From an optimization exercise on the open Yosys and OpenROAD flow, aimed at small area and a short achievable clock period; shortcuts taken in it are not production practice. No activity file was given, so power comes from the tool's default toggle rates.

==> inputs of trial 36 <==
==> flow/design.v <==
package dynode_pkg;
   typedef logic [12-1:0] sample_t;      
   typedef logic [8-1:0]    raw_t;         
   typedef logic [24-1:0]   evtime_t;      
   typedef logic [12-1:0] energy_t;      
   typedef logic [16-1:0]   fifo_word_t;
   typedef logic [4-1:0]   link_word_t;
   typedef enum logic [1:0] {
      MODE_ENERGY      = 2'd0,    
      MODE_RAW         = 2'd1,    
      MODE_BLCOR       = 2'd2,    
      MODE_BLCOR_SHORT = 2'd3     
   } readout_mode_t;
   typedef enum logic [2:0] {
      FS_IDLE,
      FS_PREAMBLE,
      FS_NWORDS,
      FS_MASK,
      FS_DATA
   } frame_state_t;
   typedef enum logic [2:0] {
      AL_SETTLE,                  
      AL_CHECK,                   
      AL_SLIP,                    
      AL_WAIT,                    
      AL_HALT                     
   } align_state_t;
   typedef struct packed {
      logic    evt_strobe;        
      evtime_t evt_time;
      logic    ene_load;          
      energy_t energy;
   } event_in_t;
endpackage
`timescale 1ns/1ns
module dynode_readout_top (
   input  logic                clk,
   input  logic                rst,
   input  logic                evt_strobe,
   input  dynode_pkg::evtime_t             evt_time,
   input  logic                ene_load,
   input  dynode_pkg::energy_t             energy,
   input  dynode_pkg::raw_t                raw_sample,
   input  dynode_pkg::sample_t             blcor_sample,
   input  logic                trigger,
   input  logic [1:0]          data_mode,
   input  logic [1:0]          channel_select,
   input  logic [4-1:0]   data_delay_len,
   input  logic                fifo_ren,
   input  dynode_pkg::link_word_t          link_word,
   output logic [8-1:0]  mcu_trigger,
   output logic [12-1:0] event_whole,
   output logic [12-1:0]  event_frac,
   output dynode_pkg::fifo_word_t          fifo_rdata,
   output logic                fifo_not_empty,
   output logic                fifo_nearly_full,
   output logic                bitslip,
   output logic                link_aligned,
   output logic [15:0]         bitslip_count
);
   logic [7:0]  ev_whole_q;
   logic        frame_load;
   logic [11:0] latched_energy;
   always_ff @(posedge clk) begin
      if (rst) begin
         mcu_trigger <= 8'hFF;
         frame_load  <= 1'b0;
      end else begin
         if (!evt_strobe)
            mcu_trigger <= 8'hFF;
         else if (&evt_time[11:6])
            mcu_trigger <= 8'hF8;
         else
            mcu_trigger <= evt_time[11:4];
         frame_load <= ene_load | trigger;
      end
   end
   always_ff @(posedge clk) begin
      ev_whole_q <= evt_time[19:12];
      event_frac <= evt_time[11:0];
   end
   assign event_whole = {4'b0, ev_whole_q};
   always_ff @(posedge clk)
      if (ene_load)
         latched_energy <= energy;
   logic [11:0] blcor_q [15];
   logic [11:0] head_q  [4];
   logic [11:0] prog_q  [16];
   logic [11:0] delayed_sample;
   always_ff @(posedge clk) begin
      blcor_q[0] <= blcor_sample;
      for (int i = 1; i < 15; i++)
         blcor_q[i] <= blcor_q[i-1];
      if (data_mode == 2'd1)
         head_q[0] <= {4'b0, raw_sample};
      else
         head_q[0] <= blcor_q[14];
      for (int i = 1; i < 4; i++)
         head_q[i] <= head_q[i-1];
      prog_q[0] <= head_q[3];
      for (int i = 1; i < 16; i++)
         prog_q[i] <= prog_q[i-1];
      delayed_sample <= prog_q[data_delay_len];
   end
   localparam logic [2:0] FS_IDLE = 3'd0, FS_PREAMBLE = 3'd1, FS_NWORDS = 3'd2,
                          FS_MASK = 3'd3, FS_DATA = 3'd4;
   logic [2:0]  fstate;
   logic [5:0]  words_left;
   logic [5:0]  nwords;
   logic        fifo_wen;
   logic [12:0] fifo_wdata;
   always_comb begin
      case (data_mode)
         2'd0:    nwords = 6'd1;
         2'd3:    nwords = 6'd17;
         default: nwords = 6'd33;
      endcase
   end
   always_ff @(posedge clk) begin
      if (rst) begin
         fstate     <= FS_IDLE;
         fifo_wen   <= 1'b0;
         words_left <= '0;
      end else begin
         case (fstate)
            FS_IDLE: begin
               fifo_wen   <= 1'b0;
               words_left <= nwords;
               if (frame_load)
                  fstate <= FS_PREAMBLE;
            end
            FS_PREAMBLE: begin
               fifo_wen <= 1'b1;
               fstate   <= FS_NWORDS;
            end
            FS_NWORDS: begin
               fifo_wen <= 1'b1;
               fstate   <= FS_MASK;
            end
            FS_MASK: begin
               fifo_wen <= 1'b1;
               fstate   <= FS_DATA;
            end
            FS_DATA: begin
               fifo_wen   <= 1'b1;
               words_left <= words_left - 6'd1;
               if (words_left == 6'd1)
                  fstate <= FS_IDLE;
            end
            default: begin
               fifo_wen <= 1'b0;
               fstate   <= FS_IDLE;
            end
         endcase
      end
   end
   always_ff @(posedge clk) begin
      case (fstate)
         FS_PREAMBLE: fifo_wdata <= 13'h15A5;
         FS_NWORDS:   fifo_wdata <= {7'b0, nwords};
         FS_MASK:     fifo_wdata <= {9'b0, 4'b0001 << channel_select};
         FS_DATA:     fifo_wdata <= {1'b0, (words_left == 6'd1) ? latched_energy : delayed_sample};
         default:     fifo_wdata <= fifo_wdata;
      endcase
   end
   logic [12:0] mem [64];
   logic [5:0]  wr_ptr;
   logic [7:0]  rd_hi, rd_lo;                     
   logic [63:0] rd_sel;
   logic [12:0] rd_word;
   logic [6:0]  count;
   logic        full_q, le1_q;
   logic [12:0] head_word;
   logic        do_wr, do_rd;
   logic [6:0]  cnt_a;
   assign do_wr = fifo_wen & ~full_q;
   assign do_rd = fifo_ren & fifo_not_empty;
   assign cnt_a = count + {6'b0, do_wr};
   always_ff @(posedge clk)
      if (do_wr)
         mem[wr_ptr] <= fifo_wdata;
   always_ff @(posedge clk) begin
      if (rst) begin
         wr_ptr           <= '0;
         rd_hi            <= 8'b0000_0001;
         rd_lo            <= 8'b0000_0010;
         count            <= '0;
         fifo_not_empty   <= 1'b0;
         fifo_nearly_full <= 1'b0;
         full_q           <= 1'b0;
         le1_q            <= 1'b1;
      end else begin
         if (do_wr)
            wr_ptr <= wr_ptr + 6'd1;
         if (do_rd) begin
            rd_lo            <= {rd_lo[6:0], rd_lo[7]};
            if (rd_lo[7])
               rd_hi         <= {rd_hi[6:0], rd_hi[7]};
            count            <= cnt_a - 7'd1;
            fifo_not_empty   <= cnt_a >= 7'd2;
            fifo_nearly_full <= cnt_a >= 7'd57;
            full_q           <= 1'b0;
            le1_q            <= cnt_a <= 7'd2;
         end else begin
            count            <= cnt_a;
            fifo_not_empty   <= cnt_a >= 7'd1;
            fifo_nearly_full <= cnt_a >= 7'd56;
            full_q           <= cnt_a == 7'd64;
            le1_q            <= cnt_a <= 7'd1;
         end
      end
   end
   always_comb begin
      rd_word = '0;
      for (int i = 0; i < 64; i++) begin
         rd_sel[i] = rd_hi[i/8] & rd_lo[i%8];
         rd_word   = rd_word | ({13{rd_sel[i]}} & mem[i]);
      end
   end
   logic        head_ld;
   assign head_ld = fifo_ren | ~fifo_not_empty;
   always_ff @(posedge clk)
      head_word <= ({13{head_ld}} & (le1_q ? fifo_wdata : rd_word)) |
                   ({13{~head_ld}} & head_word);
   assign fifo_rdata = {head_word[12], 1'b0, head_word[12], 1'b0, head_word[11:0]};
   localparam logic [2:0] AL_SETTLE = 3'd0, AL_CHECK = 3'd1, AL_SLIP = 3'd2,
                          AL_WAIT = 3'd3, AL_HALT = 3'd4;
   logic [2:0] astate;
   logic [3:0] cyc_cnt;
   always_ff @(posedge clk) begin
      if (rst) begin
         astate  <= AL_SETTLE;
         cyc_cnt <= '0;
      end else begin
         case (astate)
            AL_SETTLE: begin
               cyc_cnt <= cyc_cnt + 4'd1;
               if (cyc_cnt == 4'd7) begin
                  cyc_cnt <= '0;
                  astate  <= AL_CHECK;
               end
            end
            AL_CHECK:
               astate <= link_word[3] ? AL_HALT : AL_SLIP;
            AL_SLIP: begin
               cyc_cnt <= '0;
               astate  <= AL_WAIT;
            end
            AL_WAIT: begin
               cyc_cnt <= cyc_cnt + 4'd1;
               if (cyc_cnt == 4'd4) begin
                  cyc_cnt <= '0;
                  astate  <= AL_CHECK;
               end
            end
            AL_HALT: begin
               cyc_cnt <= '0;
               if (!link_word[3])
                  astate <= AL_SETTLE;
            end
            default: begin
               cyc_cnt <= '0;
               astate  <= AL_SETTLE;
            end
         endcase
      end
   end
   always_ff @(posedge clk) begin
      if (rst) begin
         bitslip       <= 1'b0;
         link_aligned  <= 1'b0;
         bitslip_count <= '0;
      end else begin
         bitslip      <= (astate == AL_SLIP);
         link_aligned <= (astate == AL_HALT);
         bitslip_count <= bitslip_count + {15'd0, bitslip};
      end
   end
endmodule
==> flow/run.sh <==
#!/bin/bash
# synth_recipe.tcl (not shown) runs the flow's synth.tcl, then flattens the netlist and writes it again
# the make line also repeats each setting of config.mk as NAME=value (left out here)
make -C /OpenROAD-flow-scripts/flow DESIGN_CONFIG=/design/flow/config.mk WORK_HOME=/design/flow/orfs CLKGATE_MAP_FILE= SYNTH_SCRIPT=/design/flow/synth_recipe.tcl finish
==> flow/config.mk <==
export PLATFORM = sky130hd
export DESIGN_NAME = dynode_readout_top
export DESIGN_NICKNAME = dynode_readout_top
export VERILOG_FILES = /design/flow/design.v
export SDC_FILE = /design/flow/constraint.sdc
export NUM_CORES = 4
export LEC_CHECK = 0
export CAP_MARGIN = 20
export CORE_MARGIN = 2
export CORE_UTILIZATION = 40
export CTS_CLUSTER_DIAMETER = 60
export CTS_CLUSTER_SIZE = 30
export SETUP_SLACK_MARGIN = 3.8
export SLEW_MARGIN = 20
==> flow/constraint.sdc <==
create_clock -name core_clock -period 6.0 [get_ports {clk}]
set_input_delay 1.2000 -clock core_clock [delete_from_list [all_inputs] [get_ports {clk}]]
set_output_delay 1.2000 -clock core_clock [all_outputs]
set_load 0.01 [all_outputs]
==> inputs of build 70, as changes to trial 36 <==
CORE_UTILIZATION = 65   (was 40)
CTS_CLUSTER_DIAMETER = not set   (was 60)
CTS_CLUSTER_SIZE = not set   (was 30)
==> comparison table <==
metric	build 70	trial 36
First-pass iteration count of the detailed router	12	9
Cell internal pwr	16.4 mW	14.8 mW
Outcome	no timing/DRC/antenna violations	no timing/DRC/antenna violations
Instance area after placement	49400 um^2	50200 um^2
Horizontal die dimension	272 um	346 um
Number of diodes added for antenna fixing	4	3
Endpoint of the worst hold path	blcor_q[8][10]	prog_q[0][7]
Core Area	71400 um^2	116000 um^2
Required @ worst endpoint	6.46 ns	6.45 ns
Routability congestion estimate from global placement	0.958	0.919
Reg power frac	51.1%	54.4%
Fin Clk Skew	0.0226 ns	0.0556 ns
Net switching share of the total power	22.9%	25.8%
Via count of the first global-routing pass	29917	28306
Power after layout	21.3 mW	19.9 mW
Instance count after placement with tap cells included	4007	4592
Reg-to-Reg Start	rd_hi[2]	rd_hi[4]
Routed met3 length	28500 um	22600 um
Crit Path Max Fanout	18	6
Combinational power	1.59 mW	1.56 mW
Depth of the most critical reg-to-reg path	8	11
Length of routed wiring on met1	51900 um	57500 um
Period utilization	43.4%	41.7%
No functional check of the RTL was part of any run of this note.

[separate check: timing with driven ports]
In the flow no input, the clock included, has a driving cell. The finished layouts below were timed again as built, in two steps.
Step 1, drivers: a clkbuf_16 drives clk and a buf_2 each remaining input, both assumed.
Step 2 also shifts input and output timing later by t, the mid clock arrival at the registers, as if the neighbouring blocks saw the same clock.
Slacks: ideal / step 1 / step 2; pairs: ideal / step 1.
| run | t (ns) | setup slack, ns | hold WS [ns] | worst slew at a driven data input, ns |
|---|---|---|---|---|
| trial 36 | 0.784 | 3.498 / 3.444 / 3.065 | 0.311 / 0.311 / 0.311 | 0.07 |
| build 70 | 0.790 | 3.397 / 3.397 / 2.982 | 0.320 / 0.320 / 0.320 | 0.06 |
After both steps every run listed still meets setup and hold. The setup slack of trial 36, which loses most, moves by -0.054 ns with the drivers and by -0.433 ns with both steps.
